From an optimization exercise on the open Yosys and OpenROAD flow, aimed at small area; shortcuts taken in it are not production practice.
The RTL was checked by simulation tests, not by an equivalence proof against the original design.
Power figures rest on the tool's default switching activity, not on a simulated workload.

==> flow/design.v <==
`default_nettype none
package sa_pkg;
    typedef logic [16-1:0] word_t;
    typedef word_t [4-1:0] row_bus_t;   
    typedef word_t [4-1:0] col_bus_t;   
    typedef logic [$clog2(4)-1:0] row_idx_t;
    typedef row_idx_t [4-1:0] proxy_idx_bus_t;
    typedef struct packed {
        logic stat_bit;
        logic out_select;
        logic op2_select;
    } ctl_t;
    typedef enum logic [1:0] {
        MODE_IDLE,
        MODE_LOAD,
        MODE_MATMUL
    } pe_mode_e;
    typedef enum logic {
        PROXY_TBD,   
        PROXY_SET
    } proxy_state_e;
endpackage
`default_nettype wire
`default_nettype none
module ws_pe #(
    parameter bit LAST_COL = 1'b0   
) (
    input  logic        clk,
    input  logic        rst,
    input  logic        ld,        
    input  logic        mm,        
    input  logic        en,        
    input  logic        mmsel,     
    input  logic        valid,     
    input  logic        left_ok,   
    input  logic [15:0] top_n,     
    input  logic [15:0] left,
    output logic [15:0] sum_n,     
    output logic [15:0] pass,
    output logic [15:0] w_n        
);
    logic [15:0] y_n;
    always_ff @(posedge clk) begin
        if (ld) w_n <= top_n;
    end
    ws_mac u_mac (
        .a  (left),
        .w  (~w_n & {16{mmsel && valid}}),
        .tn (top_n),
        .yn (y_n)
    );
    always_ff @(posedge clk) begin
        if (rst) begin
            sum_n <= '1;
        end else if (en) begin
            sum_n <= y_n;
        end
    end
    if (LAST_COL) begin : pass_out
        always_ff @(posedge clk) begin
            if (rst) begin
                pass <= '0;
            end else if (mm) begin
                pass <= left & {16{left_ok}};
            end
        end
    end else begin : pass_inner
        always_ff @(posedge clk) begin
            if (mm) pass <= left;
        end
    end
endmodule
`default_nettype wire
`default_nettype none
module ws_mac (
    input  logic [15:0] a,
    input  logic [15:0] w,
    input  logic [15:0] tn,
    output logic [15:0] yn
);
    logic [255:0] pn;   
    for (genvar i = 0; i < 16; i++) begin : pp_genblk
        assign pn[16*i +: 16] = ~({16{w[i]}} & a);
    end
    logic s1;
    logic c2;
    logic s3;
    logic c4;
    logic s5;
    logic c6;
    logic s7;
    logic c8;
    logic s9;
    logic c10;
    logic s11;
    logic c12;
    logic s13;
    logic c14;
    logic s15;
    logic c16;
    logic s17;
    logic c18;
    logic s19;
    logic c20;
    logic s21;
    logic c22;
    logic s23;
    logic c24;
    logic s25;
    logic c26;
    logic s27;
    logic c28;
    logic s29;
    logic c30;
    logic s31;
    logic c32;
    logic s33;
    logic c34;
    logic s35;
    logic c36;
    logic s37;
    logic c38;
    logic s39;
    logic c40;
    logic s41;
    logic c42;
    logic s43;
    logic c44;
    logic s45;
    logic c46;
    logic s47;
    logic c48;
    logic s49;
    logic c50;
    logic s51;
    logic c52;
    logic s53;
    logic c54;
    logic s55;
    logic c56;
    logic s57;
    logic c58;
    logic s59;
    logic c60;
    logic s61;
    logic c62;
    logic s63;
    logic c64;
    logic s65;
    logic c66;
    logic s67;
    logic c68;
    logic s69;
    logic c70;
    logic s71;
    logic c72;
    logic s73;
    logic c74;
    logic s75;
    logic c76;
    logic s77;
    logic c78;
    logic s79;
    logic c80;
    logic s81;
    logic c82;
    logic s83;
    logic c84;
    logic s85;
    logic c86;
    logic s87;
    logic c88;
    logic s89;
    logic c90;
    logic s91;
    logic c92;
    logic s93;
    logic c94;
    logic s95;
    logic c96;
    logic s97;
    logic c98;
    logic s99;
    logic c100;
    logic s101;
    logic c102;
    logic s103;
    logic c104;
    logic s105;
    logic c106;
    logic s107;
    logic c108;
    logic s109;
    logic c110;
    logic s111;
    logic c112;
    logic s113;
    logic c114;
    logic s115;
    logic c116;
    logic s117;
    logic c118;
    logic s119;
    logic c120;
    logic s121;
    logic c122;
    logic s123;
    logic c124;
    logic s125;
    logic c126;
    logic s127;
    logic c128;
    logic s129;
    logic c130;
    logic s131;
    logic c132;
    logic s133;
    logic c134;
    logic s135;
    logic c136;
    logic s137;
    logic c138;
    logic s139;
    logic c140;
    logic s141;
    logic c142;
    logic s143;
    logic c144;
    logic s145;
    logic c146;
    logic s147;
    logic c148;
    logic s149;
    logic c150;
    logic s151;
    logic c152;
    logic s153;
    logic c154;
    logic s155;
    logic c156;
    logic s157;
    logic c158;
    logic s159;
    logic c160;
    logic s161;
    logic c162;
    logic s163;
    logic c164;
    logic s165;
    logic c166;
    logic s167;
    logic c168;
    logic s169;
    logic c170;
    logic s171;
    logic c172;
    logic s173;
    logic c174;
    logic s175;
    logic c176;
    logic s177;
    logic c178;
    logic s179;
    logic c180;
    logic s181;
    logic c182;
    logic s183;
    logic c184;
    logic s185;
    logic c186;
    logic s187;
    logic c188;
    logic s189;
    logic c190;
    logic s191;
    logic c192;
    logic s193;
    logic c194;
    logic s195;
    logic c196;
    logic s197;
    logic c198;
    logic s199;
    logic c200;
    logic s201;
    logic c202;
    logic s203;
    logic c204;
    logic s205;
    logic c206;
    logic s207;
    logic c208;
    logic s209;
    logic c210;
    logic s211;
    logic c212;
    logic s213;
    logic c214;
    logic s215;
    logic c216;
    logic s217;
    logic c218;
    logic g219;
    logic p220;
    logic g221;
    logic p222;
    logic g223;
    logic p224;
    logic g225;
    logic p226;
    logic g227;
    logic p228;
    logic g229;
    logic p230;
    logic g231;
    logic p232;
    logic g233;
    logic p234;
    logic g235;
    logic p236;
    logic g237;
    logic p238;
    logic g239;
    logic p240;
    logic ci241;
    logic g242;
    logic p243;
    logic g244;
    logic p245;
    logic g246;
    logic p247;
    logic g248;
    logic p249;
    logic g250;
    logic p251;
    logic g252;
    logic p253;
    logic g254;
    logic p255;
    logic g256;
    logic p257;
    logic g258;
    logic p259;
    logic g260;
    logic p261;
    logic g262;
    logic p263;
    logic g264;
    logic p265;
    logic g266;
    logic p267;
    logic g268;
    logic p269;
    logic g270;
    logic p271;
    logic g272;
    logic p273;
    logic g274;
    logic p275;
    logic g276;
    logic p277;
    logic g278;
    logic p279;
    logic g280;
    logic p281;
    logic x282;
    logic x283;
    logic x284;
    logic x285;
    logic x286;
    logic x287;
    logic x288;
    logic x289;
    logic x290;
    logic x291;
    logic x292;
    logic x293;
    logic x294;
    logic x295;
    logic x296;
    logic x297;
    logic x298;
    logic x299;
    logic x300;
    logic x301;
    logic x302;
    logic x303;
    logic x304;
    logic x305;
    logic x306;
    logic x307;
    logic x308;
    logic x309;
    logic x310;
    logic x311;
    sa_fa u_fa2 (.x(pn[16]), .y(pn[1]), .z(tn[1]), .s(s1), .c(c2));
    sa_fa u_fa4 (.x(pn[17]), .y(pn[2]), .z(pn[32]), .s(s3), .c(c4));
    sa_fa u_fa6 (.x(tn[2]), .y(c2), .z(s3), .s(s5), .c(c6));
    sa_fa u_fa8 (.x(pn[18]), .y(pn[33]), .z(pn[3]), .s(s7), .c(c8));
    sa_fa u_fa10 (.x(pn[48]), .y(tn[3]), .z(c4), .s(s9), .c(c10));
    sa_fa u_fa12 (.x(s7), .y(c6), .z(s9), .s(s11), .c(c12));
    sa_fa u_fa14 (.x(pn[19]), .y(pn[34]), .z(pn[49]), .s(s13), .c(c14));
    sa_fa u_fa16 (.x(pn[4]), .y(pn[64]), .z(tn[4]), .s(s15), .c(c16));
    sa_fa u_fa18 (.x(c8), .y(s13), .z(s15), .s(s17), .c(c18));
    sa_fa u_fa20 (.x(c10), .y(s17), .z(c12), .s(s19), .c(c20));
    sa_fa u_fa22 (.x(pn[20]), .y(pn[35]), .z(pn[50]), .s(s21), .c(c22));
    sa_fa u_fa24 (.x(pn[5]), .y(pn[65]), .z(pn[80]), .s(s23), .c(c24));
    sa_fa u_fa26 (.x(tn[5]), .y(c14), .z(c16), .s(s25), .c(c26));
    sa_fa u_fa28 (.x(s21), .y(s23), .z(c18), .s(s27), .c(c28));
    sa_fa u_fa30 (.x(s25), .y(s27), .z(c20), .s(s29), .c(c30));
    sa_fa u_fa32 (.x(pn[21]), .y(pn[36]), .z(pn[51]), .s(s31), .c(c32));
    sa_fa u_fa34 (.x(pn[66]), .y(pn[6]), .z(pn[81]), .s(s33), .c(c34));
    sa_fa u_fa36 (.x(pn[96]), .y(tn[6]), .z(c22), .s(s35), .c(c36));
    sa_fa u_fa38 (.x(c24), .y(s31), .z(s33), .s(s37), .c(c38));
    sa_fa u_fa40 (.x(c26), .y(s35), .z(s37), .s(s39), .c(c40));
    assign s41 = ~(c28 ^ s39);
    assign c42 = c28 | s39;
    sa_fa u_fa44 (.x(pn[112]), .y(pn[22]), .z(pn[37]), .s(s43), .c(c44));
    sa_fa u_fa46 (.x(pn[52]), .y(pn[67]), .z(pn[7]), .s(s45), .c(c46));
    sa_fa u_fa48 (.x(pn[82]), .y(pn[97]), .z(tn[7]), .s(s47), .c(c48));
    sa_fa u_fa50 (.x(c32), .y(c34), .z(s43), .s(s49), .c(c50));
    sa_fa u_fa52 (.x(s45), .y(s47), .z(c36), .s(s51), .c(c52));
    sa_fa u_fa54 (.x(c38), .y(s49), .z(s51), .s(s53), .c(c54));
    sa_fa u_fa56 (.x(c40), .y(c42), .z(s53), .s(s55), .c(c56));
    sa_fa u_fa58 (.x(pn[113]), .y(pn[128]), .z(pn[23]), .s(s57), .c(c58));
    sa_fa u_fa60 (.x(pn[38]), .y(pn[53]), .z(pn[68]), .s(s59), .c(c60));
    sa_fa u_fa62 (.x(pn[83]), .y(pn[8]), .z(pn[98]), .s(s61), .c(c62));
    sa_fa u_fa64 (.x(tn[8]), .y(c44), .z(c46), .s(s63), .c(c64));
    sa_fa u_fa66 (.x(c48), .y(s57), .z(s59), .s(s65), .c(c66));
    sa_fa u_fa68 (.x(s61), .y(c50), .z(s63), .s(s67), .c(c68));
    sa_fa u_fa70 (.x(s65), .y(c52), .z(s67), .s(s69), .c(c70));
    sa_fa u_fa72 (.x(c54), .y(s69), .z(c56), .s(s71), .c(c72));
    sa_fa u_fa74 (.x(pn[114]), .y(pn[129]), .z(pn[144]), .s(s73), .c(c74));
    sa_fa u_fa76 (.x(pn[24]), .y(pn[39]), .z(pn[54]), .s(s75), .c(c76));
    sa_fa u_fa78 (.x(pn[69]), .y(pn[84]), .z(pn[99]), .s(s77), .c(c78));
    sa_fa u_fa80 (.x(pn[9]), .y(tn[9]), .z(c58), .s(s79), .c(c80));
    sa_fa u_fa82 (.x(c60), .y(c62), .z(s73), .s(s81), .c(c82));
    sa_fa u_fa84 (.x(s75), .y(s77), .z(c64), .s(s83), .c(c84));
    sa_fa u_fa86 (.x(c66), .y(s79), .z(s81), .s(s85), .c(c86));
    sa_fa u_fa88 (.x(c68), .y(s83), .z(s85), .s(s87), .c(c88));
    assign s89 = ~(c70 ^ s87);
    assign c90 = c70 | s87;
    sa_fa u_fa92 (.x(pn[100]), .y(pn[10]), .z(pn[115]), .s(s91), .c(c92));
    sa_fa u_fa94 (.x(pn[130]), .y(pn[145]), .z(pn[160]), .s(s93), .c(c94));
    sa_fa u_fa96 (.x(pn[25]), .y(pn[40]), .z(pn[55]), .s(s95), .c(c96));
    sa_fa u_fa98 (.x(pn[70]), .y(pn[85]), .z(tn[10]), .s(s97), .c(c98));
    sa_fa u_fa100 (.x(c74), .y(c76), .z(c78), .s(s99), .c(c100));
    sa_fa u_fa102 (.x(s91), .y(s93), .z(s95), .s(s101), .c(c102));
    sa_fa u_fa104 (.x(s97), .y(c80), .z(c82), .s(s103), .c(c104));
    sa_fa u_fa106 (.x(s99), .y(s101), .z(c84), .s(s105), .c(c106));
    sa_fa u_fa108 (.x(c86), .y(s103), .z(s105), .s(s107), .c(c108));
    sa_fa u_fa110 (.x(c88), .y(c90), .z(s107), .s(s109), .c(c110));
    sa_fa u_fa112 (.x(pn[101]), .y(pn[116]), .z(pn[11]), .s(s111), .c(c112));
    sa_fa u_fa114 (.x(pn[131]), .y(pn[146]), .z(pn[161]), .s(s113), .c(c114));
    sa_fa u_fa116 (.x(pn[176]), .y(pn[26]), .z(pn[41]), .s(s115), .c(c116));
    sa_fa u_fa118 (.x(pn[56]), .y(pn[71]), .z(pn[86]), .s(s117), .c(c118));
    sa_fa u_fa120 (.x(tn[11]), .y(c92), .z(c94), .s(s119), .c(c120));
    sa_fa u_fa122 (.x(c96), .y(c98), .z(s111), .s(s121), .c(c122));
    sa_fa u_fa124 (.x(s113), .y(s115), .z(s117), .s(s123), .c(c124));
    sa_fa u_fa126 (.x(c100), .y(c102), .z(s119), .s(s125), .c(c126));
    sa_fa u_fa128 (.x(s121), .y(s123), .z(c104), .s(s127), .c(c128));
    sa_fa u_fa130 (.x(s125), .y(c106), .z(s127), .s(s129), .c(c130));
    sa_fa u_fa132 (.x(c108), .y(s129), .z(c110), .s(s131), .c(c132));
    sa_fa u_fa134 (.x(pn[102]), .y(pn[117]), .z(pn[12]), .s(s133), .c(c134));
    sa_fa u_fa136 (.x(pn[132]), .y(pn[147]), .z(pn[162]), .s(s135), .c(c136));
    sa_fa u_fa138 (.x(pn[177]), .y(pn[192]), .z(pn[27]), .s(s137), .c(c138));
    sa_fa u_fa140 (.x(pn[42]), .y(pn[57]), .z(pn[72]), .s(s139), .c(c140));
    sa_fa u_fa142 (.x(pn[87]), .y(tn[12]), .z(c112), .s(s141), .c(c142));
    sa_fa u_fa144 (.x(c114), .y(c116), .z(c118), .s(s143), .c(c144));
    sa_fa u_fa146 (.x(s133), .y(s135), .z(s137), .s(s145), .c(c146));
    sa_fa u_fa148 (.x(s139), .y(c120), .z(c122), .s(s147), .c(c148));
    sa_fa u_fa150 (.x(c124), .y(s141), .z(s143), .s(s149), .c(c150));
    sa_fa u_fa152 (.x(s145), .y(c126), .z(s147), .s(s151), .c(c152));
    sa_fa u_fa154 (.x(s149), .y(c128), .z(s151), .s(s153), .c(c154));
    assign s155 = ~(c130 ^ s153);
    assign c156 = c130 | s153;
    sa_fa u_fa158 (.x(pn[103]), .y(pn[118]), .z(pn[133]), .s(s157), .c(c158));
    sa_fa u_fa160 (.x(pn[13]), .y(pn[148]), .z(pn[163]), .s(s159), .c(c160));
    sa_fa u_fa162 (.x(pn[178]), .y(pn[193]), .z(pn[208]), .s(s161), .c(c162));
    sa_fa u_fa164 (.x(pn[28]), .y(pn[43]), .z(pn[58]), .s(s163), .c(c164));
    sa_fa u_fa166 (.x(pn[73]), .y(pn[88]), .z(tn[13]), .s(s165), .c(c166));
    sa_fa u_fa168 (.x(c134), .y(c136), .z(c138), .s(s167), .c(c168));
    sa_fa u_fa170 (.x(c140), .y(s157), .z(s159), .s(s169), .c(c170));
    sa_fa u_fa172 (.x(s161), .y(s163), .z(s165), .s(s171), .c(c172));
    sa_fa u_fa174 (.x(c142), .y(c144), .z(c146), .s(s173), .c(c174));
    sa_fa u_fa176 (.x(s167), .y(s169), .z(s171), .s(s175), .c(c176));
    sa_fa u_fa178 (.x(c148), .y(c150), .z(s173), .s(s177), .c(c178));
    sa_fa u_fa180 (.x(s175), .y(c152), .z(s177), .s(s179), .c(c180));
    sa_fa u_fa182 (.x(c154), .y(s179), .z(c156), .s(s181), .c(c182));
    sa_fa u_fa184 (.x(pn[104]), .y(pn[119]), .z(pn[134]), .s(s183), .c(c184));
    sa_fa u_fa186 (.x(pn[149]), .y(pn[14]), .z(pn[164]), .s(s185), .c(c186));
    sa_fa u_fa188 (.x(pn[179]), .y(pn[194]), .z(pn[209]), .s(s187), .c(c188));
    sa_fa u_fa190 (.x(pn[224]), .y(pn[29]), .z(pn[44]), .s(s189), .c(c190));
    sa_fa u_fa192 (.x(pn[59]), .y(pn[74]), .z(pn[89]), .s(s191), .c(c192));
    sa_fa u_fa194 (.x(tn[14]), .y(c158), .z(c160), .s(s193), .c(c194));
    sa_fa u_fa196 (.x(c162), .y(c164), .z(c166), .s(s195), .c(c196));
    sa_fa u_fa198 (.x(s183), .y(s185), .z(s187), .s(s197), .c(c198));
    sa_fa u_fa200 (.x(s189), .y(s191), .z(c168), .s(s199), .c(c200));
    sa_fa u_fa202 (.x(c170), .y(c172), .z(s193), .s(s201), .c(c202));
    sa_fa u_fa204 (.x(s195), .y(s197), .z(c174), .s(s203), .c(c204));
    sa_fa u_fa206 (.x(s199), .y(c176), .z(s201), .s(s205), .c(c206));
    sa_fa u_fa208 (.x(c178), .y(s203), .z(s205), .s(s207), .c(c208));
    assign s209 = ~(c180 ^ s207);
    assign c210 = c180 | s207;
    assign s211 = ~(pn[0] ^ tn[0]);
    assign c212 = pn[0] | tn[0];
    assign s213 = ~(s1 ^ c212);
    assign c214 = s1 | c212;
    assign s215 = ~(s5 ^ c214);
    assign c216 = s5 | c214;
    assign s217 = ~(s11 ^ c216);
    assign c218 = s11 | c216;
    assign g219 = 1'b0;
    assign p220 = ~s19;
    assign g221 = 1'b0;
    assign p222 = ~s29;
    assign g223 = ~c30 & ~s41;
    assign p224 = c30 ^ s41;
    assign g225 = 1'b0;
    assign p226 = ~s55;
    assign g227 = 1'b0;
    assign p228 = ~s71;
    assign g229 = ~c72 & ~s89;
    assign p230 = c72 ^ s89;
    assign g231 = 1'b0;
    assign p232 = ~s109;
    assign g233 = 1'b0;
    assign p234 = ~s131;
    assign g235 = ~c132 & ~s155;
    assign p236 = c132 ^ s155;
    assign g237 = 1'b0;
    assign p238 = ~s181;
    assign g239 = ~c182 & ~s209;
    assign p240 = c182 ^ s209;
    assign ci241 = ~c218;
    assign g242 = g219 | (p220 & ci241);
    assign p243 = p220 & 1'b0;
    assign g244 = g223 | (p224 & g221);
    assign p245 = p224 & p222;
    assign g246 = g227 | (p228 & g225);
    assign p247 = p228 & p226;
    assign g248 = g231 | (p232 & g229);
    assign p249 = p232 & p230;
    assign g250 = g235 | (p236 & g233);
    assign p251 = p236 & p234;
    assign g252 = g239 | (p240 & g237);
    assign p253 = p240 & p238;
    assign g254 = g221 | (p222 & g242);
    assign p255 = p222 & p243;
    assign g256 = g244 | (p245 & g242);
    assign p257 = p245 & p243;
    assign g258 = g229 | (p230 & g246);
    assign p259 = p230 & p247;
    assign g260 = g248 | (p249 & g246);
    assign p261 = p249 & p247;
    assign g262 = g237 | (p238 & g250);
    assign p263 = p238 & p251;
    assign g264 = g252 | (p253 & g250);
    assign p265 = p253 & p251;
    assign g266 = g225 | (p226 & g256);
    assign p267 = p226 & p257;
    assign g268 = g246 | (p247 & g256);
    assign p269 = p247 & p257;
    assign g270 = g258 | (p259 & g256);
    assign p271 = p259 & p257;
    assign g272 = g260 | (p261 & g256);
    assign p273 = p261 & p257;
    assign g274 = g233 | (p234 & g272);
    assign p275 = p234 & p273;
    assign g276 = g250 | (p251 & g272);
    assign p277 = p251 & p273;
    assign g278 = g262 | (p263 & g272);
    assign p279 = p263 & p273;
    assign g280 = g264 | (p265 & g272);
    assign p281 = p265 & p273;
    assign x282 = pn[105] ^ pn[120];
    assign x283 = pn[135] ^ pn[150];
    assign x284 = pn[15] ^ pn[165];
    assign x285 = pn[180] ^ pn[195];
    assign x286 = pn[210] ^ pn[225];
    assign x287 = pn[240] ^ pn[30];
    assign x288 = pn[45] ^ pn[60];
    assign x289 = pn[75] ^ pn[90];
    assign x290 = tn[15] ^ x282;
    assign x291 = x283 ^ x284;
    assign x292 = x285 ^ x286;
    assign x293 = x287 ^ x288;
    assign x294 = x289 ^ x290;
    assign x295 = x291 ^ x292;
    assign x296 = x293 ^ c184;
    assign x297 = c186 ^ c188;
    assign x298 = c190 ^ c192;
    assign x299 = x294 ^ x295;
    assign x300 = x296 ^ x297;
    assign x301 = x298 ^ x299;
    assign x302 = x300 ^ c194;
    assign x303 = c196 ^ c198;
    assign x304 = x301 ^ x302;
    assign x305 = x303 ^ x304;
    assign x306 = c200 ^ c202;
    assign x307 = x305 ^ x306;
    assign x308 = x307 ^ c204;
    assign x309 = c206 ^ x308;
    assign x310 = x309 ^ c208;
    assign x311 = x310 ^ c210;
    assign yn[0] = s211;
    assign yn[1] = s213;
    assign yn[2] = s215;
    assign yn[3] = s217;
    assign yn[4] = ~(p220 ^ ci241);
    assign yn[5] = ~(p222 ^ g242);
    assign yn[6] = ~(p224 ^ g254);
    assign yn[7] = ~(p226 ^ g256);
    assign yn[8] = ~(p228 ^ g266);
    assign yn[9] = ~(p230 ^ g268);
    assign yn[10] = ~(p232 ^ g270);
    assign yn[11] = ~(p234 ^ g272);
    assign yn[12] = ~(p236 ^ g274);
    assign yn[13] = ~(p238 ^ g276);
    assign yn[14] = ~(p240 ^ g278);
    assign yn[15] = ~(~x311 ^ g280);
endmodule
module sa_fa (
    input  logic x,
    input  logic y,
    input  logic z,
    output logic s,
    output logic c
);
    assign s = x ^ y ^ z;
    assign c = (x & y) | (z & (x ^ y));
endmodule
`default_nettype wire
`default_nettype none
module ws_array (
    input  logic                              clk,
    input  logic                              rst,
    input  logic                              ld,
    input  logic                              mm,
    input  logic                              en,          
    input  logic                              mmsel,       
    input  logic [4-1:0]               valid,       
    input  logic                              pass_ok,     
    input  logic [4*16-1:0]      left_in,     
    input  logic [4*16-1:0]      top_in,      
    input  logic [4*4-1:0]      proxy_sel,   
    output logic [4*16-1:0]      bottom_out,
    output logic [4*16-1:0]      right_out,
    output logic [4*16-1:0]      proxy_out,
    output logic [4*4*16-1:0] w_n      
);
    localparam int W  = 16;
    logic [4*4*W-1:0] ver_n;
    logic [4*4*W-1:0] hor;
    genvar r, c;
    generate
        for (r = 0; r < 4; r = r + 1) begin : row_genblk
            for (c = 0; c < 4; c = c + 1) begin : col_genblk
                logic [W-1:0] pe_top_n;
                logic [W-1:0] pe_left;
                if (r == 0) begin : top_edge
                    assign pe_top_n = ~top_in[c*W +: W];
                end else begin : top_peer
                    assign pe_top_n = ver_n[((r-1)*4 + c)*W +: W];
                end
                if (c == 0) begin : left_edge
                    assign pe_left = left_in[r*W +: W];
                end else begin : left_peer
                    assign pe_left = hor[(r*4 + c - 1)*W +: W];
                end
                ws_pe #(
                    .LAST_COL (c == 4-1)
                ) u_pe (
                    .clk     (clk),
                    .rst     (rst),
                    .ld      (ld),
                    .mm      (mm),
                    .en      (en),
                    .mmsel   (mmsel),
                    .valid   (valid[c]),
                    .left_ok (pass_ok),
                    .top_n   (pe_top_n),
                    .left    (pe_left),
                    .sum_n   (ver_n[(r*4 + c)*W +: W]),
                    .pass    (hor[(r*4 + c)*W +: W]),
                    .w_n     (w_n[(r*4 + c)*W +: W])
                );
            end
        end
        for (c = 0; c < 4; c = c + 1) begin : bottom_genblk
            assign bottom_out[c*W +: W] = ~ver_n[((4-1)*4 + c)*W +: W];
        end
        for (r = 0; r < 4; r = r + 1) begin : right_genblk
            assign right_out[r*W +: W] = hor[(r*4 + 4-1)*W +: W];
        end
        for (c = 0; c < 4; c = c + 1) begin : proxy_genblk
            logic [W-1:0] tap_n;
            always_comb begin
                tap_n = '0;
                for (int k = 0; k < 4; k++) begin
                    tap_n = tap_n | ({W{proxy_sel[c*4 + k]}} & ver_n[(k*4 + c)*W +: W]);
                end
            end
            assign proxy_out[c*W +: W] = ~tap_n;
        end
    endgenerate
endmodule
`default_nettype wire
`default_nettype none
module array_control (
    input  logic                                 clk,
    input  logic                                 rst,
    input  sa_pkg::ctl_t                         ctl,
    input  logic [4*16-1:0]         top_in,
    input  logic [4*4*16-1:0] w_n,      
    output logic                                 ld,
    output logic                                 mm,
    output logic                                 en,        
    output logic                                 mmsel,     
    output logic [4-1:0]                  valid,     
    output logic                                 pass_ok,   
    output logic [4*4-1:0]         proxy_sel,   
    output logic [4-1:0]                  proxy_valid
);
    localparam int W  = 16;
    localparam int IW = $clog2(4);
    sa_pkg::proxy_state_e         state_q;
    logic [IW-1:0]                row_cnt_q;   
    logic [4*IW-1:0]       idx_q;
    logic                         found_q;     
    logic [4-1:0]          take_min;
    logic                         tracking;
    logic                         wl_q;        
    logic [4-2:0]          pv_q;        
    logic [4-1:0]          v_q;         
    logic                         wl_d;
    logic [4-2:0]          pv_d;
    assign ld = ctl.op2_select && !ctl.out_select;
    assign mm = ctl.out_select && !ctl.op2_select && ctl.stat_bit;
    always_comb begin
        wl_d = wl_q || ld;
        pv_d = mm ? {pv_q[4-3:0], 1'b1} : pv_q;
    end
    always_ff @(posedge clk) begin
        if (rst) begin
            wl_q <= 1'b0;
            pv_q <= '0;
            v_q  <= '0;
        end else begin
            wl_q <= wl_d;
            pv_q <= pv_d;
            v_q  <= {pv_d & {(4-1){wl_d}}, wl_d};
        end
    end
    assign mmsel = ctl.out_select;
    assign valid = v_q;
    assign en = ld || mm;
    assign pass_ok = pv_q[4-2];
    assign tracking = (state_q == sa_pkg::PROXY_TBD) && ld;
    always_ff @(posedge clk) begin
        if (rst) begin
            state_q   <= sa_pkg::PROXY_TBD;
            row_cnt_q <= IW'(4 - 1);
            found_q   <= 1'b0;
        end else begin
            if (tracking) found_q <= 1'b1;
            case (state_q)
                sa_pkg::PROXY_TBD: begin
                    if (ld) begin
                        row_cnt_q <= row_cnt_q - IW'(1);
                        if (row_cnt_q == '0) begin   
                            state_q <= sa_pkg::PROXY_SET;
                        end
                    end else if (mm) begin
                        state_q <= sa_pkg::PROXY_SET;   
                    end
                end
                default: begin
                    state_q <= sa_pkg::PROXY_SET;   
                end
            endcase
        end
    end
    for (genvar c = 0; c < 4; c++) begin : cmp_genblk
        logic [2:0]    cur_q;
        logic [W-1:0]  mn;       
        logic [W:0]    lt;       
        logic [W-1:0]  t;
        assign t  = top_in[c*W +: W];
        assign mn = ~(({W{cur_q[0]}} & w_n[(0*4 + c)*W +: W]) |
                      ({W{cur_q[1]}} & w_n[(1*4 + c)*W +: W]) |
                      ({W{cur_q[2]}} & w_n[(2*4 + c)*W +: W]));
        assign lt[0] = 1'b0;
        for (genvar k = 0; k < W; k++) begin : lt_genblk
            assign lt[k+1] = (!t[k] && mn[k]) || (!t[k] && lt[k]) || (mn[k] && lt[k]);
        end
        assign take_min[c] = tracking && (!found_q || lt[W]);
        always_ff @(posedge clk) begin
            if (tracking) cur_q <= take_min[c] ? 3'b001 : {cur_q[1:0], 1'b0};
        end
    end
    always_ff @(posedge clk) begin
        if (rst) begin
            idx_q <= '0;
        end else begin
            for (int c = 0; c < 4; c++) begin
                if (take_min[c]) begin
                    idx_q[c*IW +: IW] <= row_cnt_q;
                end
            end
        end
    end
    always_comb begin
        for (int c = 0; c < 4; c++) begin
            for (int r = 0; r < 4; r++) begin
                proxy_sel[c*4 + r] = (idx_q[c*IW +: IW] == IW'(r));
            end
        end
    end
    always_comb begin
        for (int c = 0; c < 4; c++) begin
            proxy_valid[c] = (state_q == sa_pkg::PROXY_SET) && found_q;
        end
    end
endmodule
`default_nettype wire
`default_nettype none
module ws_systolic_top (
    input  logic                clk,
    input  logic                rst,
    input  sa_pkg::ctl_t        ctl,
    input  logic [4*16-1:0] left_in,      
    input  logic [4*16-1:0] top_in,       
    output logic [4*16-1:0] bottom_out,
    output logic [4*16-1:0] right_out,
    output logic [4*16-1:0] proxy_out,
    output logic [4-1:0] proxy_valid
);
    logic                   ld, mm;      
    logic                   en;
    logic                   mmsel;
    logic [4-1:0]    valid;
    logic                   pass_ok;
    logic [4*4*16-1:0] w_n;
    logic [4*4-1:0] proxy_sel;
    array_control u_ctrl (
        .clk         (clk),
        .rst         (rst),
        .ctl         (ctl),
        .top_in      (top_in),
        .w_n         (w_n),
        .ld          (ld),
        .mm          (mm),
        .en          (en),
        .mmsel       (mmsel),
        .valid       (valid),
        .pass_ok     (pass_ok),
        .proxy_sel   (proxy_sel),
        .proxy_valid (proxy_valid)
    );
    ws_array u_array (
        .clk        (clk),
        .rst        (rst),
        .ld         (ld),
        .mm         (mm),
        .en         (en),
        .mmsel      (mmsel),
        .valid      (valid),
        .pass_ok    (pass_ok),
        .left_in    (left_in),
        .top_in     (top_in),
        .proxy_sel  (proxy_sel),
        .bottom_out (bottom_out),
        .right_out  (right_out),
        .proxy_out  (proxy_out),
        .w_n        (w_n)
    );
endmodule
`default_nettype wire
==> flow/flow/run.sh <==
#!/bin/bash
# The standard layout (the standard.sh: unchanged synthesis and steps),
# with these differences:
# - the port buffers that global placement inserts are plain
#   sky130_fd_sc_hd__buf_1 cells instead of the delay buffer buffer_ports picks
#   by default; every input and output port still gets its own buffer;
# - the floorplan step removes the buffers synthesis inserted
#   (REMOVE_ABC_BUFFERS), leaving buffering to the placement-time repair;
# - clock tree synthesis uses somewhat larger sink clusters and no dummy loads.
set -euo pipefail
export BUFFER_PORTS_ARGS="-buffer_cell sky130_fd_sc_hd__buf_1"
export REMOVE_ABC_BUFFERS=1
export CTS_ARGS="-sink_clustering_enable -repair_clock_nets -dont_use_dummy_load -buf_list {sky130_fd_sc_hd__clkbuf_4 sky130_fd_sc_hd__clkbuf_8} -sink_clustering_size 12 -sink_clustering_max_diameter 100"
bash standard.sh > standard_flow.log 2>&1
==> flow/standard.sh <==
#!/bin/bash
# synth_recipe.tcl (not shown) runs the flow's synth.tcl, then flattens the netlist and writes it again
# the make line also repeats each setting of config.mk as NAME=value (left out here)
make -C /OpenROAD-flow-scripts/flow DESIGN_CONFIG=/design/flow/config.mk WORK_HOME=/design/flow/orfs CLKGATE_MAP_FILE= SYNTH_SCRIPT=/design/flow/synth_recipe.tcl "${@:-finish}"
==> flow/config.mk <==
export PLATFORM = sky130hd
export DESIGN_NAME = ws_systolic_top
export DESIGN_NICKNAME = ws_systolic_top
export VERILOG_FILES = /design/flow/design.v
export SDC_FILE = /design/flow/constraint.sdc
export NUM_CORES = 4
export LEC_CHECK = 0
export CAP_MARGIN = 20
export CORE_MARGIN = 2
export CORE_UTILIZATION = 50
export CTS_BUF_LIST = sky130_fd_sc_hd__clkbuf_4 sky130_fd_sc_hd__clkbuf_8
export GPL_TIMING_DRIVEN = 0
export SETUP_SLACK_MARGIN = 0.25
export SLEW_MARGIN = 20
export SYNTH_HIERARCHICAL = 1
==> flow/constraint.sdc <==
create_clock -name core_clock -period 7.2 [get_ports {clk}]
set_input_delay 1.4400 -clock core_clock [delete_from_list [all_inputs] [get_ports {clk}]]
set_output_delay 1.4400 -clock core_clock [all_outputs]
set_load 0.01 [all_outputs]
==> run notes, run 1 <==
# TYPE chip_impl_metric gauge
chip_impl_info{name="status",value="finished clean"} 1
chip_impl_info{name="cpMaxStageDelayCell",value="nor2_2"} 1
chip_impl_info{name="cts-root-buf",value="clkbuf_8"} 1
chip_impl_metric{name="clock_sinks",unit=""} 799
chip_impl_metric{name="synthToLayoutAreaGrowth",unit="%"} 6.064
chip_impl_metric{name="number_of_failing_setup_endpoints_in_the_final_timing_report",unit=""} 0
chip_impl_metric{name="worst-endpoint-arrival",unit="ns"} 7.71
chip_impl_info{name="final_common_cell",value="nand2_1"} 1
chip_impl_metric{name="postSynthRegisterBits",unit=""} 799
chip_impl_metric{name="worst_slew_slack_as_a_fraction_of_its_limit",unit=""} 0.3297
chip_impl_metric{name="stdcell_count",unit=""} 10530
chip_impl_metric{name="core",unit="sq um"} 171200
chip_impl_metric{name="wirelength",unit="microns"} 249600
chip_impl_metric{name="timing.critical_path.required",unit="ns"} 7.92
chip_impl_metric{name="worst_path_buf_inv",unit=""} 2
chip_impl_metric{name="remaining_drc_errors",unit=""} 0
chip_impl_metric{name="finalHoldViolCount",unit=""} 0
chip_impl_metric{name="pwr_density_cell",unit="nW/um^2"} 118.0
chip_impl_info{name="setup.worst_path.start_class",value="primary input"} 1
chip_impl_metric{name="half_perimeter_wire_length_after_detailed_placement",unit="microns"} 189700
chip_impl_info{name="worst_setup_path_end_kind",value="flip-flop"} 1
chip_impl_metric{name="numCtsBuffers",unit=""} 81
chip_impl_info{name="synthFlopType",value="edfxtp_1"} 1
chip_impl_metric{name="ir_worst_vdd",unit="mV"} 0.1301
chip_impl_metric{name="drive_above_1_share",unit=""} 0.06742
chip_impl_metric{name="count_of_hold_fix_buffers_inserted_at_cts",unit=""} 0
chip_impl_metric{name="insertion_delay",unit="ns"} 0.86
chip_impl_metric{name="layout.nets",unit=""} 10300
chip_impl_info{name="critical-path-top-delay-family",value="adder cells"} 1
chip_impl_metric{name="slew_viol_final",unit=""} 0
chip_impl_metric{name="syn_area_per_cell",unit="sq um"} 10.40
chip_impl_metric{name="post_dp_cell_area",unit="sq um"} 87840
chip_impl_metric{name="grt_max_degree",unit=""} 113
chip_impl_metric{name="cts_buffer_depth",unit=""} 3
chip_impl_metric{name="detail_route.vias_per_cell",unit=""} 5.735
chip_impl_metric{name="path_max_fanout",unit=""} 18
chip_impl_metric{name="portBuffers",unit=""} 328
chip_impl_metric{name="post-synth-top-area-fraction",unit=""} 0.3764
chip_impl_metric{name="post_synthesis_instance_area",unit="sq um"} 85960
chip_impl_metric{name="gr-usage-all-layers",unit=""} 0.2929
chip_impl_info{name="crit_path_cell_trace",value="buf_4 > nand2_2 > nor2_2 > nand2_1 > fa_1 > fa_1 > fa_1 > fa_1 > fa_1 > inv_1 > ha_1 > xnor2_1 > xnor2_1 > xnor2_1 > xnor2_1 > xnor3_1 > xnor2_1 > a211o_1"} 1
chip_impl_metric{name="chipHeight",unit="microns"} 418.6
chip_impl_metric{name="start_util",unit=""} 0.5022
chip_impl_metric{name="yosysUniqueCellTypes",unit=""} 62
chip_impl_metric{name="setup_total_negative_slack",unit="ns"} 0
chip_impl_metric{name="number_of_antenna_violations_at_the_first_check_in_global_routing",unit=""} 4
chip_impl_metric{name="gpl.final_weighted_congestion",unit=""} 0.9119
chip_impl_metric{name="die_boundary_width",unit="microns"} 418.6
chip_impl_metric{name="worst_setup_hold_path_clk_slew",unit="ns"} 0.08
chip_impl_metric{name="row_count",unit=""} 152
chip_impl_metric{name="gr-total-overflow",unit=""} 0
chip_impl_info{name="synth_largest_area_cell",value="fa_1"} 1
chip_impl_metric{name="floorplan.die_area",unit="sq um"} 175200
chip_impl_info{name="worstHoldPathType",value="flip-flop to flip-flop"} 1
chip_impl_metric{name="first_pass_grt_wire_length",unit="microns"} 389100
chip_impl_metric{name="reg2reg_slack",unit="ns"} 0.71
chip_impl_info{name="layout.cells.most_common_list",value="nand2_1, fa_1, inv_1"} 1
chip_impl_info{name="crit-reg2reg-launch",value="u_ctrl.v_q[0]$_SDFF_PP0_"} 1
chip_impl_metric{name="pin_count",unit=""} 329
chip_impl_metric{name="fin_crit_sh",unit=""} 0.9700
chip_impl_metric{name="num_vias",unit=""} 60370
chip_impl_metric{name="synth_edf_count",unit=""} 460
chip_impl_metric{name="postLayoutCellArea",unit="sq um"} 91170
chip_impl_metric{name="period_minus_ws_final",unit="ns"} 6.984
chip_impl_metric{name="async_reset_ff_frac",unit=""} 0
chip_impl_metric{name="timing.clock.skew",unit="ns"} 0.1106
chip_impl_metric{name="timing.fmax",unit="MHz"} 143.2
chip_impl_metric{name="cpPeakStageDelay",unit="ns"} 0.63
chip_impl_metric{name="leakagePower",unit="nW"} 25.38
chip_impl_metric{name="htree_levels",unit=""} 3
chip_impl_info{name="worstSetupPathType",value="primary input to flip-flop"} 1
chip_impl_metric{name="synth_seq_area_share",unit=""} 0.2397
chip_impl_metric{name="first_iter_violations",unit=""} 4996
chip_impl_info{name="tritoncts",value="done"} 1
chip_impl_metric{name="dp_cells",unit=""} 10330
chip_impl_metric{name="max_slew.worst_pin.slew",unit="ns"} 1.005
chip_impl_info{name="grt_setup_unrepaired",value="true"} 1
chip_impl_info{name="timing.critical_path.from",value="ctl[1]"} 1
chip_impl_metric{name="gate_count_after_technology_mapping",unit=""} 8267
chip_impl_info{name="synth.area.top_cells",value="fa_1, edfxtp_1, nand2_1, dfxtp_1, xnor2_1"} 1
chip_impl_metric{name="detail-route-antenna-nets",unit=""} 0
chip_impl_metric{name="max_cap_viol_count",unit=""} 0
chip_impl_metric{name="yosys_warnings",unit=""} 10
chip_impl_metric{name="finalHoldWorstSlack",unit="ns"} 0.4643
chip_impl_metric{name="grt_pass1_vias",unit=""} 65820
chip_impl_metric{name="cp.depth",unit=""} 18
chip_impl_metric{name="wl_per_cell",unit="microns"} 23.71
chip_impl_metric{name="worstRegToRegCells",unit=""} 17
chip_impl_metric{name="detail_route.first_pass.iterations",unit=""} 8
routing by layer:
layer / part of all wire / up-vias / track usage
li1: - / 26030 / -
met1: 0.37 / 31020 / 0.3679
met2: 0.49 / 2671 / 0.4793
met3: 0.062 / 650 / 0.03822
met4: 0.077 / 4 / 0.1884
met5: 0.000096 / - / 0
modules after synthesis, one instance, submodules excluded, a selection:
module | flip-flops and latches | copies in the design | cell area [sq um] | cells inside
ws_mac | 0 | 16 | 1354 | 255
sa_fa | 0 | 1616 | 20.02 | 1
ws_array | 0 | 1 | 2202 | 288
array_control | 31 | 1 | 3157 | 419
tightest hold or removal path, stage by stage, from the launching register on:
cell and delay, ns:
dfxtp_1 0.31, nand2b_1 0.06, a21oi_1 0.05
through the flow:
step	setup slack, ns	total power, mW	util
3_3_place_gp	-8.712	8.293	0.5083
6_report	0.2159	10.76	0.5326
4_1_cts	0.2620	10.88	0.5233
3_5_place_dp	-1.526	8.169	0.5132
2_1_floorplan	-3.187	7.192	-
5_1_grt	0.07123	11.32	0.5326
how the worst min path moves through the flow:
stage	endpoint	cells after the start
after global placement	flip-flop	2
final	flip-flop	2
after global routing	u_array.row_genblk[1].col_genblk[1].u_pe.w_n[0]$_DFFE_PP_	0
after CTS	u_array.row_genblk[1].col_genblk[1].u_pe.w_n[0]$_DFFE_PP_	0
after detailed placement	flip-flop	2
after floorplan	u_array.row_genblk[0].col_genblk[1].u_pe.pass[15]$_DFFE_PP_	0
timing repair:
| action | CTS | global route |
|---|---|---|
| setup endpoints to repair | 74 | 39 |
| buffers inserted | 0 | 118 |
| resized for setup | 172 | 74 |
| pin swaps | 0 | 36 |
report_power, final:
group / switching, mW / leakage (nW) / internal, mW / total, mW
registers: 0.438 / 6.91 / 5.10 / 5.54
clock network: 1.66 / 0.582 / 0.999 / 2.66
logic: 1.50 / 17.9 / 1.06 / 2.57
total: 3.60 / 25.4 / 7.16 / 10.8
final cells by class:
class	count	area [sq um]
diodes	3	7.507
clock buffers	81	1115
fillers	15490	80000
inverters	693	2616
multi-input cells	6239	60870
flip-flops and latches	799	20600
well taps	2233	2794
repair buffers	479	3166
kinds of logic (layout without fill, tap and decap cells):
family	after synthesis	in the layout	synth area share
multiplexers	8	8	0.0009316
AND/OR/NAND/NOR	3064	3064	0.1472
XOR/XNOR	593	593	0.06438
AO/OA/AOI/OAI	693	693	0.06814
adder cells (fa/ha/maj)	1881	1881	0.4147
flip-flops	799	799	0.2397
other	0	3	0
buffers and inverters	1229	1253	0.06495
registers in the layout, indices dropped and copies added (netlist names):
signal	flops
u_ctrl.found_q	1
u_ctrl.idx_q	8
u_ctrl.state_q	1
u_ctrl.cmp_genblk.cur_q	12
u_ctrl.pv_q	3
u_array.row_genblk.col_genblk.u_pe.pass	256
u_array.row_genblk.col_genblk.u_pe.sum_n	256
u_ctrl.v_q	4
u_array.row_genblk.col_genblk.u_pe.w_n	256
u_ctrl.row_cnt_q	2
Yosys cell counts, types with 6 or more instances:
cell	number
xnor3_1	16
a31o_2	32
inv_1	690
a221oi_2	48
o21ai_1	8
buf_6	46
nand2_1	2234
a221oi_1	18
a22oi_1	18
mux2i_1	8
maj3_1	7
clkbuf_1	233
nand2b_1	82
buf_4	105
clkbuf_2	8
nor2b_1	270
edfxtp_1	460
fa_1	1616
a211o_1	257
a22o_2	20
nor3b_1	16
xor2_1	144
nor2_1	334
a22o_1	45
a222oi_1	52
a31oi_1	39
ha_1	257
xnor2_1	417
a21oi_1	94
and2_1	27
dfxtp_1	339
nand3_1	85
o21ai_0	27
buf_2	140
nor3_1	6
xnor2_2	16
==> run 2: changes to the inputs <==
--- a/flow/config.mk
+++ b/flow/config.mk
@@ -9,3 +9,3 @@
 export CORE_MARGIN = 2
-export CORE_UTILIZATION = 50
+export CORE_UTILIZATION = 62
 export CTS_BUF_LIST = sky130_fd_sc_hd__clkbuf_4 sky130_fd_sc_hd__clkbuf_8
==> run 2 against run 1 <==
Effect of this change: routed wire length is 2.6% lower; design area is 0.54% lower; worst setup slack worse by 0.042 ns; worst hold slack better by 0.0026 ns; global-route usage is 6.3 points higher; synthesized cell count stayed put; cell count is 4.0% lower; combinational power hardly changed; largest cell class unchanged; largest power group unchanged; highest routed layer unchanged.
==> run notes, run 2 <==
# TYPE chip_impl_metric gauge
chip_impl_info{name="status",value="finished clean"} 1
chip_impl_metric{name="worst_slew_slack_as_a_fraction_of_its_limit",unit=""} 0.2684
chip_impl_metric{name="fin_crit_sh",unit=""} 0.9759
chip_impl_metric{name="synth-compound-area-share",unit=""} 0.06814
chip_impl_metric{name="die_boundary_width",unit="microns"} 376.3
chip_impl_metric{name="final_setup_slack_of_the_worst_path",unit="ns"} 0.1739
chip_impl_metric{name="synth_edf_count",unit=""} 460
chip_impl_metric{name="switching_share",unit=""} 0.3343
chip_impl_metric{name="timing.critical_path.required",unit="ns"} 7.87
chip_impl_info{name="cts-root-buf",value="clkbuf_8"} 1
chip_impl_metric{name="pwr_density_cell",unit="nW/um^2"} 118.7
chip_impl_metric{name="total_switching_power",unit="mW"} 3.597
chip_impl_metric{name="worst_setup_hold_path_clk_slew",unit="ns"} 0.08
chip_impl_metric{name="wirelength",unit="microns"} 243100
chip_impl_metric{name="row_count",unit=""} 136
chip_impl_metric{name="wl_per_cell",unit="microns"} 24.04
chip_impl_metric{name="number_of_antenna_violations_at_the_first_check_in_global_routing",unit=""} 2
chip_impl_metric{name="post-synth-top-area-fraction",unit=""} 0.3764
chip_impl_metric{name="syn_area_per_cell",unit="sq um"} 10.40
chip_impl_metric{name="timing.fmax",unit="MHz"} 142.3
chip_impl_metric{name="yosys.area_share.simple",unit=""} 0.1472
chip_impl_metric{name="timing.hold.worst_path_depth",unit=""} 2
chip_impl_info{name="worst_setup_path_end_kind",value="flip-flop"} 1
chip_impl_info{name="synthFlopType",value="edfxtp_1"} 1
chip_impl_info{name="setup.worst_path.start_class",value="primary input"} 1
chip_impl_info{name="grt_setup_unrepaired",value="true"} 1
chip_impl_metric{name="cpPeakStageDelay",unit="ns"} 0.59
chip_impl_metric{name="synth_seq_area_share",unit=""} 0.2397
chip_impl_metric{name="number_of_failing_setup_endpoints_in_the_final_timing_report",unit=""} 0
chip_impl_metric{name="gpl.final_weighted_congestion",unit=""} 0.9430
chip_impl_metric{name="gr-usage-all-layers",unit=""} 0.3555
chip_impl_metric{name="power.internal",unit="mW"} 7.163
chip_impl_metric{name="half_perimeter_wire_length_after_detailed_placement",unit="microns"} 184800
chip_impl_metric{name="remaining_drc_errors",unit=""} 0
chip_impl_metric{name="worst-endpoint-arrival",unit="ns"} 7.69
chip_impl_metric{name="clock_power_share",unit=""} 0.247
chip_impl_metric{name="detail-route-antenna-nets",unit=""} 0
chip_impl_metric{name="comb_power_share",unit=""} 0.239
chip_impl_metric{name="count_of_hold_fix_buffers_inserted_at_cts",unit=""} 0
chip_impl_metric{name="seqPwrFrac",unit=""} 0.514
chip_impl_metric{name="start_util",unit=""} 0.6252
chip_impl_metric{name="floorplan.die_area",unit="sq um"} 141600
chip_impl_info{name="regs_by_ff_count",value="u_array.row_genblk.col_genblk.u_pe.pass x256, u_array.row_genblk.col_genblk.u_pe.sum_n x256, u_array.row_genblk.col_genblk.u_pe.w_n x256"} 1
chip_impl_info{name="final_common_cell",value="nand2_1"} 1
chip_impl_metric{name="detail_route.vias_per_cell",unit=""} 6.025
chip_impl_info{name="combinational_family_with_the_most_area_after_synthesis",value="adder cells"} 1
chip_impl_metric{name="synth_xor_area_frac",unit=""} 0.06438
chip_impl_info{name="synth.area.top_cells",value="fa_1, edfxtp_1, nand2_1, dfxtp_1, xnor2_1"} 1
chip_impl_metric{name="portBuffers",unit=""} 328
chip_impl_metric{name="postSynthRegisterBits",unit=""} 799
chip_impl_metric{name="insertion_delay",unit="ns"} 0.83
chip_impl_metric{name="pin_count",unit=""} 329
chip_impl_metric{name="leakagePower",unit="nW"} 25.49
chip_impl_metric{name="layout.nets",unit=""} 10320
chip_impl_info{name="netlist_top_cells_count",value="nand2_1, fa_1, inv_1"} 1
chip_impl_info{name="synth_largest_area_cell",value="fa_1"} 1
chip_impl_metric{name="post_synthesis_instance_area",unit="sq um"} 85960
chip_impl_metric{name="clock_sinks",unit=""} 799
chip_impl_metric{name="post_synth_adder_cell_area",unit=""} 0.4147
chip_impl_metric{name="grt_pass1_vias",unit=""} 66100
chip_impl_info{name="synthMostInstantiatedCell",value="nand2_1"} 1
chip_impl_info{name="cpMaxStageDelayCell",value="nor2_4"} 1
chip_impl_metric{name="worstRegToRegCells",unit=""} 17
chip_impl_metric{name="yosys_warnings",unit=""} 10
chip_impl_metric{name="async_reset_ff_frac",unit=""} 0
chip_impl_metric{name="slew_viol_final",unit=""} 0
chip_impl_metric{name="max_cap_viol_count",unit=""} 0
chip_impl_metric{name="detail_route.first_pass.iterations",unit=""} 6
chip_impl_metric{name="max_slew.worst_pin.slew",unit="ns"} 1.095
chip_impl_metric{name="postLayoutCellArea",unit="sq um"} 90680
chip_impl_metric{name="mux_contribution_to_synthesized_area",unit=""} 0.0009316
chip_impl_metric{name="path_max_fanout",unit=""} 18
chip_impl_metric{name="cts_buffer_depth",unit=""} 3
chip_impl_info{name="tritoncts",value="done"} 1
chip_impl_metric{name="gate_count_after_technology_mapping",unit=""} 8267
chip_impl_metric{name="grt_max_degree",unit=""} 103
chip_impl_metric{name="timing.clock.skew",unit="ns"} 0.07639
chip_impl_info{name="worstHoldPathType",value="flip-flop to flip-flop"} 1
chip_impl_metric{name="finalHoldViolCount",unit=""} 0
chip_impl_metric{name="first_iter_violations",unit=""} 5201
chip_impl_metric{name="power.total",unit="mW"} 10.76
chip_impl_metric{name="htree_levels",unit=""} 3
chip_impl_metric{name="first_pass_grt_wire_length",unit="microns"} 380900
chip_impl_metric{name="ir_worst_vdd",unit="mV"} 0.1319
chip_impl_metric{name="dp_slack",unit="ns"} -1.441
chip_impl_metric{name="core",unit="sq um"} 137500
chip_impl_metric{name="post_dp_cell_area",unit="sq um"} 87290
chip_impl_info{name="worstSetupPathType",value="primary input to flip-flop"} 1
chip_impl_metric{name="synthToLayoutAreaGrowth",unit="%"} 5.496
chip_impl_info{name="crit_path_cell_trace",value="buf_4 > nand2_2 > nor2_4 > nand2_1 > fa_1 > fa_1 > fa_1 > fa_1 > fa_1 > inv_1 > ha_1 > xnor2_1 > xnor2_1 > xnor2_1 > xnor2_1 > xnor3_1 > xnor2_1 > a211o_1"} 1
chip_impl_metric{name="period_minus_ws_final",unit="ns"} 7.026
chip_impl_metric{name="gr-total-overflow",unit=""} 0
chip_impl_metric{name="yosysUniqueCellTypes",unit=""} 62
chip_impl_metric{name="drive_above_1_share",unit=""} 0.06975
chip_impl_metric{name="chipHeight",unit="microns"} 376.3
chip_impl_metric{name="numCtsBuffers",unit=""} 81
chip_impl_metric{name="num_vias",unit=""} 60920
chip_impl_info{name="layout.cells.most_common_list",value="nand2_1, fa_1, inv_1"} 1
[run 2: power by group through the flow]
| stage | Clock (mW) | Combinational [mW] | Sequential [mW] |
|---|---|---|---|
| after floorplan | 0 | 1.78 | 5.41 |
| after detailed placement | 0 | 2.55 | 5.62 |
| final | 2.65 | 2.57 | 5.53 |
| after CTS | 2.75 | 2.57 | 5.52 |
| after global placement | 0 | 2.61 | 5.65 |
| after global routing | 2.89 | 2.85 | 5.56 |
[run 2: modules after synthesis, one instance, submodules excluded, a selection]
module         cells  flops+latches
array_control    419             31
sa_fa              1              0
ws_mac           255              0
ws_array         288              0
[run 2: worst max-delay path, delay by kind of cell]
kind	cells	cell delay (ns)
buf+inv	2	0.51
compound gates	1	0.26
fa+ha+maj	6	2.72
simple gates	3	1.30
xor+xnor	6	1.42
[run 2: final timing paths]
check / start / end / slack (ns)
worst min-delay path: flip-flop / flip-flop / 0.47
worst max register to register: u_ctrl.v_q[3]$_SDFF_PP0_ / flip-flop / 0.84
worst min register to register: flip-flop / flip-flop / 0.47
worst max-delay path: ctl[1] / flip-flop / 0.17
[run 2: area by class of cell]
type                    count  area [sq um]
well taps                1794          2245
inverters                 693          2616
fillers                 11140         46810
repair buffers            503          3202
multi-input cells        6239         60890
diodes                      2         5.005
flip-flops and latches    799         20600
clock buffers              81          1115
[run 2: stage by stage]
stage                       util  hold slack (ns)  setup TNS [ns]  cells
after floorplan                -           0.4268         -949.50   7731
after global placement    0.6288           0.4528        -4720.11   9853
after detailed placement  0.6348           0.4579          -97.82   9883
after CTS                 0.6473           0.4695               0   9964
after global routing      0.6595           0.4886               0  10110
final                     0.6595           0.4668               0  10110
[run 2: cell families (layout without fill, tap and decap cells)]
logic type	Yosys count	in the layout
buffers and inverters	1229	1277
muxes	8	8
other	0	2
xor gates and xnor gates	593	593
adders and majority gates	1881	1881
AOI/OAI and AO/OA	693	693
DFF	799	799
and+or+nand+nor	3064	3064
[run 2: repair_timing]
item,in CTS,in global routing
cloned,0,0
pin swaps,0,34
setup buffers,0,144
resized for setup,173,89
setup endpoints to repair,81,46
[run 2: routing by layer]
layer | share of wire | global-route usage | routed length (microns)
met4 | 0.088 | 0.2608 | 21430
met5 | 0.000053 | 0 | 13
met1 | 0.36 | 0.4398 | 88370
met2 | 0.48 | 0.5795 | 116900
met3 | 0.067 | 0.04395 | 16390
==> run 3: changes to the inputs <==
--- a/flow/config.mk
+++ b/flow/config.mk
@@ -9,6 +9,6 @@
 export CORE_MARGIN = 2
-export CORE_UTILIZATION = 62
+export CORE_UTILIZATION = 50
 export CTS_BUF_LIST = sky130_fd_sc_hd__clkbuf_4 sky130_fd_sc_hd__clkbuf_8
 export GPL_TIMING_DRIVEN = 0
-export SETUP_SLACK_MARGIN = 0.25
+export SETUP_SLACK_MARGIN = 0.18
 export SLEW_MARGIN = 20
==> run 3 against run 2 <==
Effect of this change: worst setup slack got worse by 0.014 ns; clock power about the same; global-route usage decreased by 6.3 points; power down 0.16%; sequential power barely moved; still clean on timing, DRC and antenna; design area fell by 0.48%; die area rose by 24%; register-to-register slack got worse by 0.21 ns; routed wire length up 2.1%; maximum frequency shrank 0.19%; non-clock buffer count shrank 100.
==> run notes, run 3 <==
# TYPE chip_impl_metric gauge
chip_impl_info{name="status",value="finished clean"} 1
chip_impl_metric{name="max_cap_viol_count",unit=""} 0
chip_impl_metric{name="seqPwrFrac",unit=""} 0.515
chip_impl_metric{name="fin_crit_sh",unit=""} 0.9777
chip_impl_info{name="worst_setup_path_end_kind",value="flip-flop"} 1
chip_impl_info{name="layout.cells.most_common_list",value="nand2_1, fa_1, inv_1"} 1
chip_impl_metric{name="first_iter_violations",unit=""} 4741
chip_impl_metric{name="dp_slack",unit="ns"} -1.526
chip_impl_metric{name="period_minus_ws_final",unit="ns"} 7.040
chip_impl_metric{name="finalHoldViolCount",unit=""} 0
chip_impl_metric{name="path_max_fanout",unit=""} 18
chip_impl_metric{name="timing.clock.skew",unit="ns"} 0.1203
chip_impl_metric{name="first_pass_grt_wire_length",unit="microns"} 389200
chip_impl_metric{name="reg2reg_slack",unit="ns"} 0.63
chip_impl_metric{name="grt_pass1_vias",unit=""} 65840
chip_impl_metric{name="fill_cells",unit=""} 15540
chip_impl_info{name="synth_largest_area_cell",value="fa_1"} 1
chip_impl_info{name="grt_setup_unrepaired",value="true"} 1
chip_impl_metric{name="final_setup_slack_of_the_worst_path",unit="ns"} 0.1602
chip_impl_metric{name="detail_route.first_pass.iterations",unit=""} 10
chip_impl_metric{name="worst_setup_hold_path_clk_slew",unit="ns"} 0.08
chip_impl_metric{name="gpl.final_weighted_congestion",unit=""} 0.9119
chip_impl_metric{name="detail-route-antenna-nets",unit=""} 0
chip_impl_metric{name="detail_route.vias_per_cell",unit=""} 5.758
chip_impl_metric{name="start_util",unit=""} 0.5022
chip_impl_metric{name="worst-endpoint-arrival",unit="ns"} 7.73
chip_impl_info{name="worstSetupPathType",value="primary input to flip-flop"} 1
chip_impl_metric{name="max_slew.worst_pin.slew",unit="ns"} 1.013
chip_impl_metric{name="floorplan.die_area",unit="sq um"} 175200
chip_impl_metric{name="comb_power_share",unit=""} 0.238
chip_impl_metric{name="total_switching_power",unit="mW"} 3.592
chip_impl_metric{name="switching_share",unit=""} 0.3344
chip_impl_metric{name="cts_buffer_depth",unit=""} 3
chip_impl_metric{name="number_of_failing_setup_endpoints_in_the_final_timing_report",unit=""} 0
chip_impl_metric{name="worst_slew_slack_as_a_fraction_of_its_limit",unit=""} 0.3245
chip_impl_metric{name="gate_count_after_technology_mapping",unit=""} 8267
chip_impl_info{name="timing.critical_path.from",value="ctl[1]"} 1
chip_impl_metric{name="multi_input_comb_area",unit="sq um"} 60790
chip_impl_metric{name="wl_per_cell",unit="microns"} 23.74
chip_impl_metric{name="htree_levels",unit=""} 3
chip_impl_metric{name="postSynthRegisterBits",unit=""} 799
chip_impl_metric{name="ir_worst_vdd",unit="mV"} 0.1297
chip_impl_metric{name="yosys_warnings",unit=""} 10
chip_impl_metric{name="power.internal",unit="mW"} 7.150
chip_impl_metric{name="grt_use_met1",unit=""} 0.3681
chip_impl_metric{name="pwr_density_cell",unit="nW/um^2"} 119.0
chip_impl_metric{name="grt_max_degree",unit=""} 113
chip_impl_metric{name="slew_viol_final",unit=""} 0
chip_impl_metric{name="grt.met3_usage",unit=""} 0.03877
chip_impl_info{name="final_common_cell",value="nand2_1"} 1
chip_impl_metric{name="half_perimeter_wire_length_after_detailed_placement",unit="microns"} 189700
chip_impl_metric{name="synth_edf_count",unit=""} 460
chip_impl_metric{name="post_synthesis_instance_area",unit="sq um"} 85960
chip_impl_info{name="tritoncts",value="done"} 1
chip_impl_metric{name="pin_count",unit=""} 329
chip_impl_metric{name="grtUsageMet2",unit=""} 0.4787
chip_impl_metric{name="number_of_antenna_violations_at_the_first_check_in_global_routing",unit=""} 4
chip_impl_metric{name="yosysUniqueCellTypes",unit=""} 62
chip_impl_metric{name="drive_above_1_share",unit=""} 0.05855
chip_impl_info{name="crit-reg2reg-launch",value="u_ctrl.v_q[0]$_SDFF_PP0_"} 1
chip_impl_metric{name="syn_area_per_cell",unit="sq um"} 10.40
chip_impl_metric{name="row_count",unit=""} 152
chip_impl_metric{name="layout.nets",unit=""} 10220
chip_impl_metric{name="worstRegToRegCells",unit=""} 17
chip_impl_metric{name="post-synth-top-area-fraction",unit=""} 0.3764
chip_impl_metric{name="area.sequential",unit="sq um"} 20600
chip_impl_metric{name="wirelength",unit="microns"} 248100
chip_impl_metric{name="timing.critical_path.required",unit="ns"} 7.89
chip_impl_info{name="netlist_top_cells_count",value="nand2_1, fa_1, inv_1"} 1
chip_impl_metric{name="synth_seq_area_share",unit=""} 0.2397
chip_impl_metric{name="num_vias",unit=""} 60190
chip_impl_metric{name="clock_sinks",unit=""} 799
chip_impl_metric{name="gr-total-overflow",unit=""} 0
chip_impl_metric{name="core",unit="sq um"} 171200
chip_impl_metric{name="timing.fmax",unit="MHz"} 142.1
chip_impl_metric{name="leakagePower",unit="nW"} 24.90
chip_impl_metric{name="gr-usage-all-layers",unit=""} 0.2930
chip_impl_metric{name="async_reset_ff_frac",unit=""} 0
chip_impl_metric{name="insertion_delay",unit="ns"} 0.86
chip_impl_metric{name="finalHoldWorstSlack",unit="ns"} 0.4643
chip_impl_info{name="cts-root-buf",value="clkbuf_8"} 1
chip_impl_metric{name="finish.utilization",unit=""} 0.5272
chip_impl_info{name="setup.worst_path.start_class",value="primary input"} 1
chip_impl_info{name="synthMostInstantiatedCell",value="nand2_1"} 1
chip_impl_metric{name="chipHeight",unit="microns"} 418.6
chip_impl_metric{name="synthToLayoutAreaGrowth",unit="%"} 4.990
chip_impl_metric{name="numCtsBuffers",unit=""} 81
chip_impl_metric{name="remaining_drc_errors",unit=""} 0
chip_impl_metric{name="die_boundary_width",unit="microns"} 418.6
chip_impl_info{name="synthFlopType",value="edfxtp_1"} 1
chip_impl_info{name="synth.area.top_cells",value="fa_1, edfxtp_1, nand2_1, dfxtp_1, xnor2_1"} 1
chip_impl_metric{name="portBuffers",unit=""} 328
chip_impl_info{name="regs_by_ff_count",value="u_array.row_genblk.col_genblk.u_pe.pass x256, u_array.row_genblk.col_genblk.u_pe.sum_n x256, u_array.row_genblk.col_genblk.u_pe.w_n x256"} 1
chip_impl_info{name="worstHoldPathType",value="flip-flop to flip-flop"} 1
chip_impl_info{name="grt_busiest_layer",value="met2"} 1
chip_impl_metric{name="setup_total_negative_slack",unit="ns"} 0
chip_impl_metric{name="clock_power_share",unit=""} 0.247
[run 3: cell counts after synthesis]
No cell type changed its count.
[run 3: worst max-delay path, cell delays in order]
cell and delay, ns:
buf_4 0.44, nand2_2 0.54, nor2_1 0.64, nand2_1 0.15, fa_1 0.53, fa_1 0.52
fa_1 0.47, fa_1 0.53, fa_1 0.51, inv_1 0.04, ha_1 0.18, xnor2_1 0.13
xnor2_1 0.14, xnor2_1 0.28, xnor2_1 0.19, xnor3_1 0.52, xnor2_1 0.17, a211o_1 0.25
[run 3: area by class of cell]
class,count,share of cell area
multi-input combinational,6239,0.6736
sequential,799,0.2283
tap,2233,0.03096
inverter,693,0.02899
timing repair buffer,403,0.02570
clock buffer,81,0.01235
antenna,4,0.0001109
[run 3: how the worst min path moves through the flow]
stage	to	slack, ns	cells past startpoint
3_3_place_gp	flip-flop	0.45	2
6_report	flip-flop	0.46	2
5_1_grt	u_array.row_genblk[1].col_genblk[1].u_pe.w_n[0]$_DFFE_PP_	0.47	0
3_5_place_dp	flip-flop	0.46	2
4_1_cts	u_array.row_genblk[1].col_genblk[1].u_pe.w_n[0]$_DFFE_PP_	0.47	0
2_1_floorplan	u_array.row_genblk[0].col_genblk[1].u_pe.pass[15]$_DFFE_PP_	0.43	0
[run 3: cells by family (layout without fill, tap and decap cells)]
kind of cell | Yosys count | count (layout) | share of synthesized area
and+or+nand+nor | 3064 | 3064 | 0.1472
DFF | 799 | 799 | 0.2397
adders and majority gates | 1881 | 1881 | 0.4147
AOI/OAI and AO/OA | 693 | 693 | 0.06814
buffers and inverters | 1229 | 1177 | 0.06495
muxes | 8 | 8 | 0.0009316
xor gates and xnor gates | 593 | 593 | 0.06438
other | 0 | 4 | 0
[run 3: power groups by stage]
stage | logic [mW] | registers [mW] | clock network, mW
finish | 2.55 | 5.53 | 2.65
floorplan | 1.78 | 5.41 | 0
detailed placement | 2.55 | 5.62 | 0
global placement | 2.64 | 5.66 | 0
global route | 2.84 | 5.56 | 2.91
CTS | 2.57 | 5.53 | 2.78
[run 3: modules after synthesis (local to each module, per instance), excerpt]
module,copies in the design,flops+latches,cells inside
ws_array,1,0,288
ws_mac,16,0,255
sa_fa,1616,0,1
array_control,1,31,419
[run 3: layer usage]
| metal | vias to the layer above | part of all wire |
|---|---|---|
| met5 | - | 0.000097 |
| met4 | 4 | 0.078 |
| met3 | 687 | 0.065 |
| met2 | 2706 | 0.48 |
| met1 | 30920 | 0.37 |
| li1 | 25870 | - |
[run 3: per-stage QoR]
stage | cells | area (sq um) | power, mW
2_1_floorplan | 7731 | 82970 | 7.192
3_3_place_gp | 10290 | 87000 | 8.293
3_5_place_dp | 10330 | 87840 | 8.169
4_1_cts | 10410 | 89410 | 10.87
5_1_grt | 10450 | 90240 | 11.31
6_report | 10450 | 90250 | 10.74
[run 3: what timing repair did]
action | in CTS | in global routing
hold buffers | 0 | 0
endpoints found under the setup margin | 64 | 44
gates resized for setup | 133 | 96
pin swaps | 0 | 14
buffers inserted | 0 | 42

port drivers added, routing unchanged:
The flow's constraints put no driver on any port. The routed layouts listed below were extracted and timed again, unchanged, in two steps. Step 1 sets driving cells, clkbuf_16 on the clock port and buf_2 on the other inputs (assumed; they add their load-dependent delay and slew). Step 2 moves the port delays by t, midway between the first and last clock arrival at a register: inputs arrive t later, outputs are due t later. That takes back most of the time a late clock gives input paths. a / b / c = ideal ports / drivers / drivers and shift; a / b = the first two.
| run | t, ns | slack for setup (ns) | worst register clock-pin slew, ns |
|---|---|---|---|
| run 1 | 0.877 | 0.216 / 0.174 / -0.703 | 0.11 / 0.11 |
| run 2 | 0.865 | 0.174 / 0.222 / -0.644 | 0.10 / 0.10 |
| run 3 | 0.875 | 0.160 / 0.110 / -0.766 | 0.10 / 0.10 |
With both steps, setup timing fails in every run listed, where it was met with ideal ports. The setup slack of run 3, which loses most, moves by -0.050 ns with the drivers and by -0.926 ns with both steps.
